Background: an optimization exercise with open tools, aiming at small area, a short achievable clock period and few clock cycles per item. Do not read the settings as production practice.
No activity file was given, so power comes from the tool's default toggle rates.

==> flow/design.v <==
package video_pipeline_pkg;
  typedef enum logic [2:0] {
    REQ_IDLE  = 3'b001,
    REQ_READ  = 3'b010,
    REQ_STORE = 3'b100
  } req_state_e;
  typedef enum logic [1:0] {
    RESP_IDLE,
    RESP_FETCH,
    RESP_EMIT
  } resp_state_e;
  function automatic integer chunknum_bits(input integer hactive_bits, input integer chunk_bits);
    chunknum_bits = hactive_bits - chunk_bits;
  endfunction
  function automatic integer request_bits(input integer vactive_bits, input integer hactive_bits, input integer chunk_bits);
    request_bits = vactive_bits + chunknum_bits(hactive_bits, chunk_bits);
  endfunction
endpackage
module SyncFifo #(
  parameter int WIDTH     = 8,
  parameter int ADDR_BITS = 6
) (
  input  logic             clk,
  input  logic             rst,
  input  logic             wr_en_i,
  input  logic [WIDTH-1:0] wr_data_i,
  input  logic             rd_en_i,
  output logic [WIDTH-1:0] head_o,
  output logic             empty_o,
  output logic             full_o
);
  localparam int KB = ADDR_BITS - 1;
  localparam int D  = 2**KB;
  logic [WIDTH-1:0]     mem_q [2][D];
  logic [WIDTH-1:0]     pre_q [2];
  logic [D-1:0]         hot_q;           
  logic [D-1:0]         sel [2];
  logic [ADDR_BITS-1:0] wr_ptr_q;
  logic                 rd_lo_q;         
  logic [ADDR_BITS:0]   cnt_q, rcnt_q;
  logic                 wr_d1_q, empty_q, full_q;
  assign sel[1]  = hot_q;
  assign sel[0]  = rd_lo_q ? {hot_q[D-2:0], hot_q[D-1]} : hot_q;
  assign head_o  = pre_q[rd_lo_q];
  assign empty_o = empty_q;
  assign full_o  = full_q;
  always_ff @(posedge clk)
    if (wr_en_i) mem_q[wr_ptr_q[0]][wr_ptr_q[ADDR_BITS-1:1]] <= wr_data_i;
  always_ff @(posedge clk)
    for (int l = 0; l < 2; l++) begin
      logic [WIDTH-1:0] v;
      v = '0;
      for (int j = 0; j < D; j++) v = v | (mem_q[l][j] & {WIDTH{sel[l][j]}});
      pre_q[l] <= v;
    end
  always_ff @(posedge clk)
    if (rst) begin
      wr_ptr_q <= '0;
      rd_lo_q  <= 1'b0;
      hot_q    <= D'(1);
      cnt_q    <= '0;
      rcnt_q   <= '0;
      wr_d1_q  <= 1'b0;
      empty_q  <= 1'b1;
      full_q   <= 1'b0;
    end else begin
      wr_d1_q <= wr_en_i;
      if (wr_en_i) wr_ptr_q <= wr_ptr_q + ADDR_BITS'(1);
      if (rd_en_i) begin
        rd_lo_q <= !rd_lo_q;
        if (rd_lo_q) hot_q <= {hot_q[D-2:0], hot_q[D-1]};
      end
      case ({wr_en_i, rd_en_i})
        2'b10: begin
          cnt_q  <= cnt_q + (ADDR_BITS+1)'(1);
          full_q <= cnt_q == (ADDR_BITS+1)'(2**ADDR_BITS-1);
        end
        2'b01: begin
          cnt_q  <= cnt_q - (ADDR_BITS+1)'(1);
          full_q <= 1'b0;
        end
        default: ;
      endcase
      case ({wr_d1_q, rd_en_i})
        2'b10: begin
          rcnt_q  <= rcnt_q + (ADDR_BITS+1)'(1);
          empty_q <= 1'b0;
        end
        2'b01: begin
          rcnt_q  <= rcnt_q - (ADDR_BITS+1)'(1);
          empty_q <= rcnt_q == (ADDR_BITS+1)'(1);
        end
        default: ;
      endcase
    end
endmodule
module video_pad_crop_filter #(
  parameter int CHUNK_BITS         = 5,
  parameter int HACTIVE_BITS       = 11,
  parameter int VACTIVE_BITS       = 11,
  parameter int BITS_PER_PIXEL     = 16,
  parameter int REQ_FIFO_ADDR_BITS = HACTIVE_BITS - CHUNK_BITS,
  parameter int PIX_FIFO_ADDR_BITS = CHUNK_BITS + 1
) (
  input  logic                                        scalerClock,
  input  logic                                        reset,
  input  logic                                        bypass,
  input  logic [VACTIVE_BITS-1:0]                     padTopRows,
  input  logic [HACTIVE_BITS-CHUNK_BITS-1:0]          padLeftChunks,
  input  logic [VACTIVE_BITS-1:0]                     sourceRows,
  input  logic [HACTIVE_BITS-CHUNK_BITS-1:0]          sourceChunks,
  input  logic [BITS_PER_PIXEL-1:0]                   padColor,
  output logic                                        downstreamRequestFifoReadEnable,
  input  logic                                        downstreamRequestFifoEmpty,
  input  logic [VACTIVE_BITS+HACTIVE_BITS-CHUNK_BITS-1:0] downstreamRequestFifoReadData,
  output logic                                        downstreamResponseFifoWriteEnable,
  input  logic                                        downstreamResponseFifoFull,
  output logic [BITS_PER_PIXEL-1:0]                   downstreamResponseFifoWriteData,
  input  logic                                        upstreamRequestFifoReadEnable,
  output logic                                        upstreamRequestFifoEmpty,
  output logic [VACTIVE_BITS+HACTIVE_BITS-CHUNK_BITS-1:0] upstreamRequestFifoReadData,
  input  logic                                        upstreamResponseFifoWriteEnable,
  output logic                                        upstreamResponseFifoFull,
  input  logic [BITS_PER_PIXEL-1:0]                   upstreamResponseFifoWriteData
);
  localparam int CNB = HACTIVE_BITS - CHUNK_BITS;
  localparam int RB  = VACTIVE_BITS + CNB;
  localparam int QA  = REQ_FIFO_ADDR_BITS;
  localparam int BPP = BITS_PER_PIXEL;
  localparam int QN  = 2**QA;
  logic                    rd_q, vld_q, cmp_q, st_q, busy_q, br_q, bc_q, win_q;
  logic [RB-1:0]           xl_q;
  logic [VACTIVE_BITS-1:0] in_row;
  logic [CNB-1:0]          in_chunk;
  logic [VACTIVE_BITS:0]   d_row;
  logic [CNB:0]            d_chunk;
  logic                    up_push, fl_push;
  logic                    u_full, f_full_q;
  assign {in_row, in_chunk} = downstreamRequestFifoReadData;
  assign d_row   = {1'b0, in_row} - {1'b0, padTopRows};
  assign d_chunk = {1'b0, in_chunk} - {1'b0, padLeftChunks};
  assign up_push = st_q && win_q;
  assign fl_push = st_q;
  assign downstreamRequestFifoReadEnable = rd_q;
  always_ff @(posedge scalerClock)
    if (reset) begin
      rd_q   <= 1'b0;
      vld_q  <= 1'b0;
      cmp_q  <= 1'b0;
      st_q   <= 1'b0;
      busy_q <= 1'b0;
    end else begin
      rd_q   <= !busy_q && !downstreamRequestFifoEmpty && !u_full && !f_full_q;
      vld_q  <= rd_q;
      cmp_q  <= vld_q;
      st_q   <= cmp_q;
      busy_q <= busy_q ? !st_q : !downstreamRequestFifoEmpty && !u_full && !f_full_q;
    end
  always_ff @(posedge scalerClock) begin
    if (vld_q) begin
      xl_q <= bypass ? downstreamRequestFifoReadData : {d_row[VACTIVE_BITS-1:0], d_chunk[CNB-1:0]};
      br_q <= d_row[VACTIVE_BITS];
      bc_q <= d_chunk[CNB];
    end
    if (cmp_q)
      win_q <= bypass || (!br_q && !bc_q &&
                          xl_q[RB-1:CNB] < sourceRows && xl_q[CNB-1:0] < sourceChunks);
  end
  logic          u_pop, u_empty;
  logic [RB-1:0] u_head, u_rd_q;
  assign u_pop = upstreamRequestFifoReadEnable && !u_empty;
  assign upstreamRequestFifoEmpty    = u_empty;
  assign upstreamRequestFifoReadData = u_rd_q;
  SyncFifo #(.WIDTH(RB), .ADDR_BITS(QA)) u_up_req (
    .clk(scalerClock), .rst(reset),
    .wr_en_i(up_push), .wr_data_i(xl_q),
    .rd_en_i(u_pop), .head_o(u_head),
    .empty_o(u_empty), .full_o(u_full)
  );
  always_ff @(posedge scalerClock)
    if (u_pop) u_rd_q <= u_head;
  logic [QN-1:0] fmem;
  logic [QA-1:0] f_wp, f_rp;
  logic [QA:0]   f_cnt;
  logic          f_pop, f_empty_q, f_head_q, f_rdy_q;
  always_ff @(posedge scalerClock) begin
    if (fl_push) fmem[f_wp] <= win_q;
    f_head_q <= fmem[f_rp];
  end
  always_ff @(posedge scalerClock)
    if (reset) begin
      f_wp      <= '0;
      f_rp      <= '0;
      f_cnt     <= '0;
      f_empty_q <= 1'b1;
      f_full_q  <= 1'b0;
      f_rdy_q   <= 1'b0;
    end else begin
      if (fl_push) f_wp <= f_wp + QA'(1);
      if (f_pop)   f_rp <= f_rp + QA'(1);
      f_rdy_q <= !f_empty_q && !f_pop;
      case ({fl_push, f_pop})
        2'b10: begin
          f_cnt     <= f_cnt + (QA+1)'(1);
          f_empty_q <= 1'b0;
          f_full_q  <= f_cnt == (QA+1)'(QN-1);
        end
        2'b01: begin
          f_cnt     <= f_cnt - (QA+1)'(1);
          f_empty_q <= f_cnt == (QA+1)'(1);
          f_full_q  <= 1'b0;
        end
        default: ;
      endcase
    end
  logic           p_push, p_pop, p_empty, p_full;
  logic [BPP-1:0] p_head;
  assign p_push = upstreamResponseFifoWriteEnable && !p_full;
  assign upstreamResponseFifoFull = p_full || reset;
  SyncFifo #(.WIDTH(BPP), .ADDR_BITS(PIX_FIFO_ADDR_BITS)) u_pix (
    .clk(scalerClock), .rst(reset),
    .wr_en_i(p_push), .wr_data_i(upstreamResponseFifoWriteData),
    .rd_en_i(p_pop), .head_o(p_head),
    .empty_o(p_empty), .full_o(p_full)
  );
  logic                  cur_v, cur_pad, i31_q, can, issue, nxt;
  logic [CHUNK_BITS-1:0] idx;
  logic                  we_q;
  logic [BPP-1:0]        wd_q;
  assign can   = cur_v && (cur_pad || !p_empty);
  assign issue = can && !downstreamResponseFifoFull;
  assign nxt   = !cur_v || (issue && i31_q);
  assign f_pop = nxt && f_rdy_q;
  assign p_pop = issue && !cur_pad;
  assign downstreamResponseFifoWriteEnable = we_q;
  assign downstreamResponseFifoWriteData   = wd_q;
  always_ff @(posedge scalerClock)
    if (reset) begin
      cur_v   <= 1'b0;
      cur_pad <= 1'b0;
      idx     <= '0;
      i31_q   <= 1'b0;
      we_q    <= 1'b0;
      wd_q    <= '0;
    end else begin
      if (nxt) begin
        cur_v   <= f_rdy_q;
        cur_pad <= !f_head_q;
      end
      if (issue) begin
        idx   <= idx + CHUNK_BITS'(1);
        i31_q <= idx == CHUNK_BITS'(2**CHUNK_BITS-2);
      end
      we_q <= issue;
      wd_q <= !issue ? '0 : cur_pad ? padColor : p_head;
    end
endmodule
Settings: LEC_CHECK=0, CAP_MARGIN=20, CORE_MARGIN=2, CORE_UTILIZATION=40, SETUP_SLACK_MARGIN=2.7, SLEW_MARGIN=20; clock period 5.0 ns.
run.sh (not shown) runs the stock make flow with config.mk's settings and CLKGATE_MAP_FILE= SYNTH_SCRIPT=/design/flow/synth_recipe.tcl, a recipe that flattens the netlist after the stock synthesis.
The baseline completed with no timing, DRC or antenna violations.
Rerun with:
--- a/flow/design.v
+++ b/flow/design.v
@@ -30,35 +30,48 @@
   output logic             full_o
 );
   localparam int KB = ADDR_BITS - 1;
   localparam int D  = 2**KB;
+  localparam int CB = ADDR_BITS + 1;
   logic [WIDTH-1:0]     mem_q [2][D];
   logic [WIDTH-1:0]     pre_q [2];
-  logic [D-1:0]         hot_q;           
-  logic [D-1:0]         sel [2];
+  logic [D-1:0]         hot_q [2];       
   logic [ADDR_BITS-1:0] wr_ptr_q;
   logic                 rd_lo_q;         
-  logic [ADDR_BITS:0]   cnt_q, rcnt_q;
+  logic [CB-1:0]        cnt_q, rcnt_q, cnt_inc, cnt_dec, rcnt_inc, rcnt_dec;
   logic                 wr_d1_q, empty_q, full_q;
-  assign sel[1]  = hot_q;
-  assign sel[0]  = rd_lo_q ? {hot_q[D-2:0], hot_q[D-1]} : hot_q;
   assign head_o  = pre_q[rd_lo_q];
   assign empty_o = empty_q;
   assign full_o  = full_q;
+  always_comb begin
+    logic ci, cd, ri, rd;
+    ci = 1'b1; cd = 1'b1; ri = 1'b1; rd = 1'b1;
+    for (int i = 0; i < CB; i++) begin
+      cnt_inc[i]  = cnt_q[i] ^ ci;
+      cnt_dec[i]  = cnt_q[i] ^ cd;
+      rcnt_inc[i] = rcnt_q[i] ^ ri;
+      rcnt_dec[i] = rcnt_q[i] ^ rd;
+      ci = ci & cnt_q[i];
+      cd = cd & !cnt_q[i];
+      ri = ri & rcnt_q[i];
+      rd = rd & !rcnt_q[i];
+    end
+  end
   always_ff @(posedge clk)
     if (wr_en_i) mem_q[wr_ptr_q[0]][wr_ptr_q[ADDR_BITS-1:1]] <= wr_data_i;
   always_ff @(posedge clk)
     for (int l = 0; l < 2; l++) begin
       logic [WIDTH-1:0] v;
       v = '0;
-      for (int j = 0; j < D; j++) v = v | (mem_q[l][j] & {WIDTH{sel[l][j]}});
+      for (int j = 0; j < D; j++) v = v | (mem_q[l][j] & {WIDTH{hot_q[l][j]}});
       pre_q[l] <= v;
     end
   always_ff @(posedge clk)
     if (rst) begin
       wr_ptr_q <= '0;
       rd_lo_q  <= 1'b0;
-      hot_q    <= D'(1);
+      hot_q[0] <= D'(1);
+      hot_q[1] <= D'(1);
       cnt_q    <= '0;
       rcnt_q   <= '0;
       wr_d1_q  <= 1'b0;
       empty_q  <= 1'b1;
@@ -66,30 +79,30 @@
     end else begin
       wr_d1_q <= wr_en_i;
       if (wr_en_i) wr_ptr_q <= wr_ptr_q + ADDR_BITS'(1);
       if (rd_en_i) begin
-        rd_lo_q <= !rd_lo_q;
-        if (rd_lo_q) hot_q <= {hot_q[D-2:0], hot_q[D-1]};
+        rd_lo_q          <= !rd_lo_q;
+        hot_q[rd_lo_q]   <= {hot_q[rd_lo_q][D-2:0], hot_q[rd_lo_q][D-1]};
       end
       case ({wr_en_i, rd_en_i})
         2'b10: begin
-          cnt_q  <= cnt_q + (ADDR_BITS+1)'(1);
-          full_q <= cnt_q == (ADDR_BITS+1)'(2**ADDR_BITS-1);
+          cnt_q  <= cnt_inc;
+          full_q <= cnt_q == CB'(2**ADDR_BITS-1);
         end
         2'b01: begin
-          cnt_q  <= cnt_q - (ADDR_BITS+1)'(1);
+          cnt_q  <= cnt_dec;
           full_q <= 1'b0;
         end
         default: ;
       endcase
       case ({wr_d1_q, rd_en_i})
         2'b10: begin
-          rcnt_q  <= rcnt_q + (ADDR_BITS+1)'(1);
+          rcnt_q  <= rcnt_inc;
           empty_q <= 1'b0;
         end
         2'b01: begin
-          rcnt_q  <= rcnt_q - (ADDR_BITS+1)'(1);
-          empty_q <= rcnt_q == (ADDR_BITS+1)'(1);
+          rcnt_q  <= rcnt_dec;
+          empty_q <= rcnt_q == CB'(1);
         end
         default: ;
       endcase
     end
@@ -182,8 +195,19 @@
   logic [QN-1:0] fmem;
   logic [QA-1:0] f_wp, f_rp;
   logic [QA:0]   f_cnt;
   logic          f_pop, f_empty_q, f_head_q, f_rdy_q;
+  logic [QA:0]   f_inc, f_dec;
+  always_comb begin
+    logic ci, cd;
+    ci = 1'b1; cd = 1'b1;
+    for (int i = 0; i <= QA; i++) begin
+      f_inc[i] = f_cnt[i] ^ ci;
+      f_dec[i] = f_cnt[i] ^ cd;
+      ci = ci & f_cnt[i];
+      cd = cd & !f_cnt[i];
+    end
+  end
   always_ff @(posedge scalerClock) begin
     if (fl_push) fmem[f_wp] <= win_q;
     f_head_q <= fmem[f_rp];
   end
@@ -200,14 +224,14 @@
       if (f_pop)   f_rp <= f_rp + QA'(1);
       f_rdy_q <= !f_empty_q && !f_pop;
       case ({fl_push, f_pop})
         2'b10: begin
-          f_cnt     <= f_cnt + (QA+1)'(1);
+          f_cnt     <= f_inc;
           f_empty_q <= 1'b0;
           f_full_q  <= f_cnt == (QA+1)'(QN-1);
         end
         2'b01: begin
-          f_cnt     <= f_cnt - (QA+1)'(1);
+          f_cnt     <= f_dec;
           f_empty_q <= f_cnt == (QA+1)'(1);
           f_full_q  <= 1'b0;
         end
         default: ;
Area after synthesis grows by 1.4%.
Setup slack is worse by 40 ps.
Power grows by about 4%.
Design area shrinks by 2.6%.
Register-to-register slack is better by 220 ps.
Hold slack is better by 4.6 ps.
Critical path depth shrinks by 1.
Wire length stays flat.
Sequential share of layout area grows by 3.9 points.
First-iteration DRC count shrinks by 3.8%.
Fmax shrinks by 1.5%.
Die area grows by about 1.4%.
Cell count shrinks by about 2.4%.
No run of this note included a check of the RTL's function; only the layout flow was run.

separate check: timing with driven ports:
How much do the figures lean on ideal ports? The routed layouts below were timed once more, with nothing changed but the port constraints. Step 1 assumes that a clkbuf_16 drives the clock port and a buf_2 every other input. Step 2 also shifts input and output timing later by t, the mid clock arrival at the registers, as if the neighbouring blocks saw the same clock. Three values: no drivers, after step 1, after step 2; two values: the first two.
run | shift t [ns] | slack for setup (ns) | worst setup path after step 2 | clock arrival spread, ns | slew at the worst register clock pin (ns)
the first run | 0.951 | 2.318 / 2.259 / 1.481 | input to register | 0.118 / 0.118 | 0.07 / 0.07
the second run | 0.999 | 2.279 / 2.186 / 1.683 | input to register | 0.098 / 0.098 | 0.07 / 0.07
After both steps every run listed still meets setup and hold. For the first run, which loses most, drivers alone change the setup slack by -0.059 ns; drivers and shift together by -0.837 ns.
